Background: an optimization exercise with open tools, aiming at small area and few clock cycles per item. Do not read the settings as production practice. In this exercise RTL edits were held to simulation tests only and were not proved equivalent to the original.

==> job 704: inputs <==
Design dct8_column_fixed_point, start of the top module:
module dct8_column_fixed_point
(
    input  logic                aclk,
    input  logic                aresetn,
    input  logic                s_valid,
    output logic                s_ready,
    input  logic signed [15:0]  s_sample_0,
    input  logic signed [15:0]  s_sample_1,
    input  logic signed [15:0]  s_sample_2,
    input  logic signed [15:0]  s_sample_3,
    input  logic signed [15:0]  s_sample_4,
    input  logic signed [15:0]  s_sample_5,
    input  logic signed [15:0]  s_sample_6,
    input  logic signed [15:0]  s_sample_7,
    output logic                m_valid,
    input  logic                m_ready,
    output logic signed [18:0]  m_coef_0,
    output logic signed [17:0]  m_coef_1,
    output logic signed [17:0]  m_coef_2,
    output logic signed [17:0]  m_coef_3,
    output logic signed [18:0]  m_coef_4,
    output logic signed [17:0]  m_coef_5,
    output logic signed [17:0]  m_coef_6,
    output logic signed [17:0]  m_coef_7
);
clock: 7.5 ns
lec_check: 0
abc_clock_period_in_ps: 10000
cap_margin: 20
core_margin: 2
core_utilization: 60
cts_cluster_diameter: 110
cts_cluster_size: 28
slew_margin: 20
synth_hierarchical: 1
run.sh (not shown) runs the stock make flow with config.mk's settings and CLKGATE_MAP_FILE= SYNTH_SCRIPT=/design/flow/synth_recipe.tcl, a recipe that flattens the netlist after the stock synthesis.
==> inputs of job 4755, as changes to job 704 <==
Settings changed: ABC_CLOCK_PERIOD_IN_PS 10000 to unset.
==> inputs of job 4033, as changes to job 704 <==
Settings changed: ABC_CLOCK_PERIOD_IN_PS 10000 to unset, CORE_UTILIZATION 60 to 66.
==> inputs of job 2261, as changes to job 704 <==
Settings changed: ABC_CLOCK_PERIOD_IN_PS 10000 to unset, CORE_UTILIZATION 60 to 54.
==> summary of the runs <==
Job 2261 ran to the end with no violations. Job 4033 passed the timing, DRC and antenna checks. Job 4755 completed with no timing, DRC or antenna violations. Job 704 ran to the end with no violations. Global-route usage: job 4755 is lower than job 4033 (2.7 points). Sequential cell count is the same in job 4033 and job 704. Between job 2261 and job 4033, the lower design area is in job 4033 (gap about 1.1%, measured against job 4033). Between job 4033 and job 2261, the lower sequential share of layout area is in job 2261 (gap 0.16 points).
Testbench counts of job 704, summed over its fixed seeds: cycles 32,016, columns 32,000.
Testbench counts of job 4755, summed over its fixed seeds: cycles 32,016, columns 32,000.
Testbench counts of job 4033, summed over its fixed seeds: cycles 32,016, columns 32,000.
Testbench counts of job 2261, summed over its fixed seeds: cycles 32,016, columns 32,000.

* * *

==> v26: inputs <==
Another version of the RTL of dct8_column_fixed_point (not shown whole).
make LEC_CHECK=0 CAP_MARGIN=20 CORE_MARGIN=2 CORE_UTILIZATION=68 SLEW_MARGIN=20 SYNTH_HIERARCHICAL=1 finish   # period 7.5 ns
==> v4: changes against v26 <==
- CORE_UTILIZATION: 68 -> 60
- CTS_CLUSTER_DIAMETER: default -> 110
- CTS_CLUSTER_SIZE: default -> 28
==> v13: changes against v26 <==
- CORE_UTILIZATION: 68 -> 60
- CTS_CLUSTER_DIAMETER: default -> 100
- CTS_CLUSTER_SIZE: default -> 24
==> comparison table <==
quantity                                                                   v13                   v26                     v4
Run status                                    no timing/DRC/antenna violations  no timing/DRC/antenna violations  no timing/DRC/antenna violations
Proportion of cell area occupied by registers                            0.159                 0.158                  0.159
Die X                                                                   283 um                266 um                 283 um
Worst setup path start                                   os1_reg[13]$_DFFE_PP_  os1_reg[8]$_DFFE_PP_  oq1_reg[13]$_DFFE_PP_
Quantity of gates resized following cts                                     51                    75                     51
Worst clock skew                                                     0.0519 ns             0.0247 ns              0.0358 ns
Share of the core filled with cells in the final layout                  0.693                 0.786                  0.690
Layout buffer count excluding clock buffers                                468                   463                    461
Reg2reg path depth                                                          25                    23                     23
Setup slack, reg-to-reg                                                0.43 ns               0.46 ns                0.42 ns
Finished Layout Cells                                                     5317                  5180                   5303
Detail Route met3 WL                                                   4820 um               6730 um                4870 um
Testbench counts of v26, summed over its fixed seeds: cycles 32,016, columns 32,000.
Testbench counts of v4, summed over its fixed seeds: cycles 32,016, columns 32,000.
Testbench counts of v13, summed over its fixed seeds: cycles 32,016, columns 32,000.

* * *

==> 06-23: inputs <==
Starting RTL as in the previous note.
==> flow/config.mk <==
export PLATFORM = sky130hd
export DESIGN_NAME = dct8_column_fixed_point
export DESIGN_NICKNAME = dct8_column_fixed_point
export VERILOG_FILES = /design/flow/design.v
export SDC_FILE = /design/flow/constraint.sdc
export NUM_CORES = 4
export LEC_CHECK = 0
export CAP_MARGIN = 20
export CORE_MARGIN = 2
export CORE_UTILIZATION = 60
export CTS_CLUSTER_DIAMETER = 80
export CTS_CLUSTER_SIZE = 20
export SLEW_MARGIN = 20
export SYNTH_HIERARCHICAL = 1
==> flow/constraint.sdc <==
create_clock -name core_clock -period 7.5 [get_ports {aclk}]
set_input_delay 1.5000 -clock core_clock [delete_from_list [all_inputs] [get_ports {aclk}]]
set_output_delay 1.5000 -clock core_clock [all_outputs]
set_load 0.01 [all_outputs]
==> inputs of 12-26, as changes to 06-23 <==
--- a/flow/config.mk
+++ b/flow/config.mk
@@ -9,6 +9,4 @@
 export CORE_MARGIN = 2
 export CORE_UTILIZATION = 60
-export CTS_CLUSTER_DIAMETER = 80
-export CTS_CLUSTER_SIZE = 20
 export SLEW_MARGIN = 20
 export SYNTH_HIERARCHICAL = 1
==> impl_metrics.yaml <==
run_status:
  status: "finished clean"
drt:
  wl_um: 112100
clocking:
  ctsHtreeMaxLevel: 2
setup_path:
  cp-startpoint: "os1_reg[14]"
layout:
  fill_cells: 5781
  buf_share_pct: 7.783
# the run above: 12-26

==> impl_metrics.yaml <==
run_status:
  status: "finished clean"
drt:
  wl_um: 111100
layout:
  fill_cells: 5790
clocking:
  ctsHtreeMaxLevel: 1
# the run above: 06-23

Testbench counts of 06-23, summed over its fixed seeds: cycles 32,016, columns 32,000.
Testbench counts of 12-26, summed over its fixed seeds: cycles 32,016, columns 32,000.

-- re-timing with driven ports --
The results above use ideal ports. As a check the final layouts listed here were re-extracted and re-timed, cells and wires unchanged.
Step 1 (the two cells are an assumption about what drives the block):
set clk [get_ports {aclk}]
set_driving_cell -lib_cell sky130_fd_sc_hd__clkbuf_16 $clk
set_driving_cell -lib_cell sky130_fd_sc_hd__buf_2 [delete_from_list [all_inputs] $clk]
Step 2 moves the port delays by t, midway between the first and last clock arrival at a register: inputs arrive t later, outputs are due t later. That takes back most of the time a late clock gives input paths.
a / b / c = ideal / step 1 / step 2; a / b = the first two.
run | t (ns) | setup WS [ns] | clock arrival spread, ns
job 704 | 0.605 | 0.065 / 0.004 / -0.098 | 0.042 / 0.042
job 4755 | 0.605 | 0.065 / 0.004 / -0.098 | 0.042 / 0.042
job 4033 | 0.589 | 0.161 / 0.098 / -0.176 | 0.034 / 0.034
job 2261 | 0.610 | 0.180 / 0.114 / -0.093 | 0.025 / 0.026
v26 | 0.671 | 0.076 / 0.009 / 0.079 | 0.026 / 0.026
v4 | 0.599 | 0.141 / 0.075 / 0.088 | 0.036 / 0.036
v13 | 0.621 | 0.172 / 0.106 / 0.088 | 0.052 / 0.052
06-23 | 0.633 | 0.171 / 0.103 / 0.063 | 0.030 / 0.031
12-26 | 0.622 | 0.169 / 0.101 / 0.065 | 0.026 / 0.026
Met with ideal ports but missed after step 2: setup timing in job 704, job 4755, job 4033 and job 2261. The setup slack of job 4033, which loses most, moves by -0.063 ns with the drivers and by -0.337 ns with both steps.
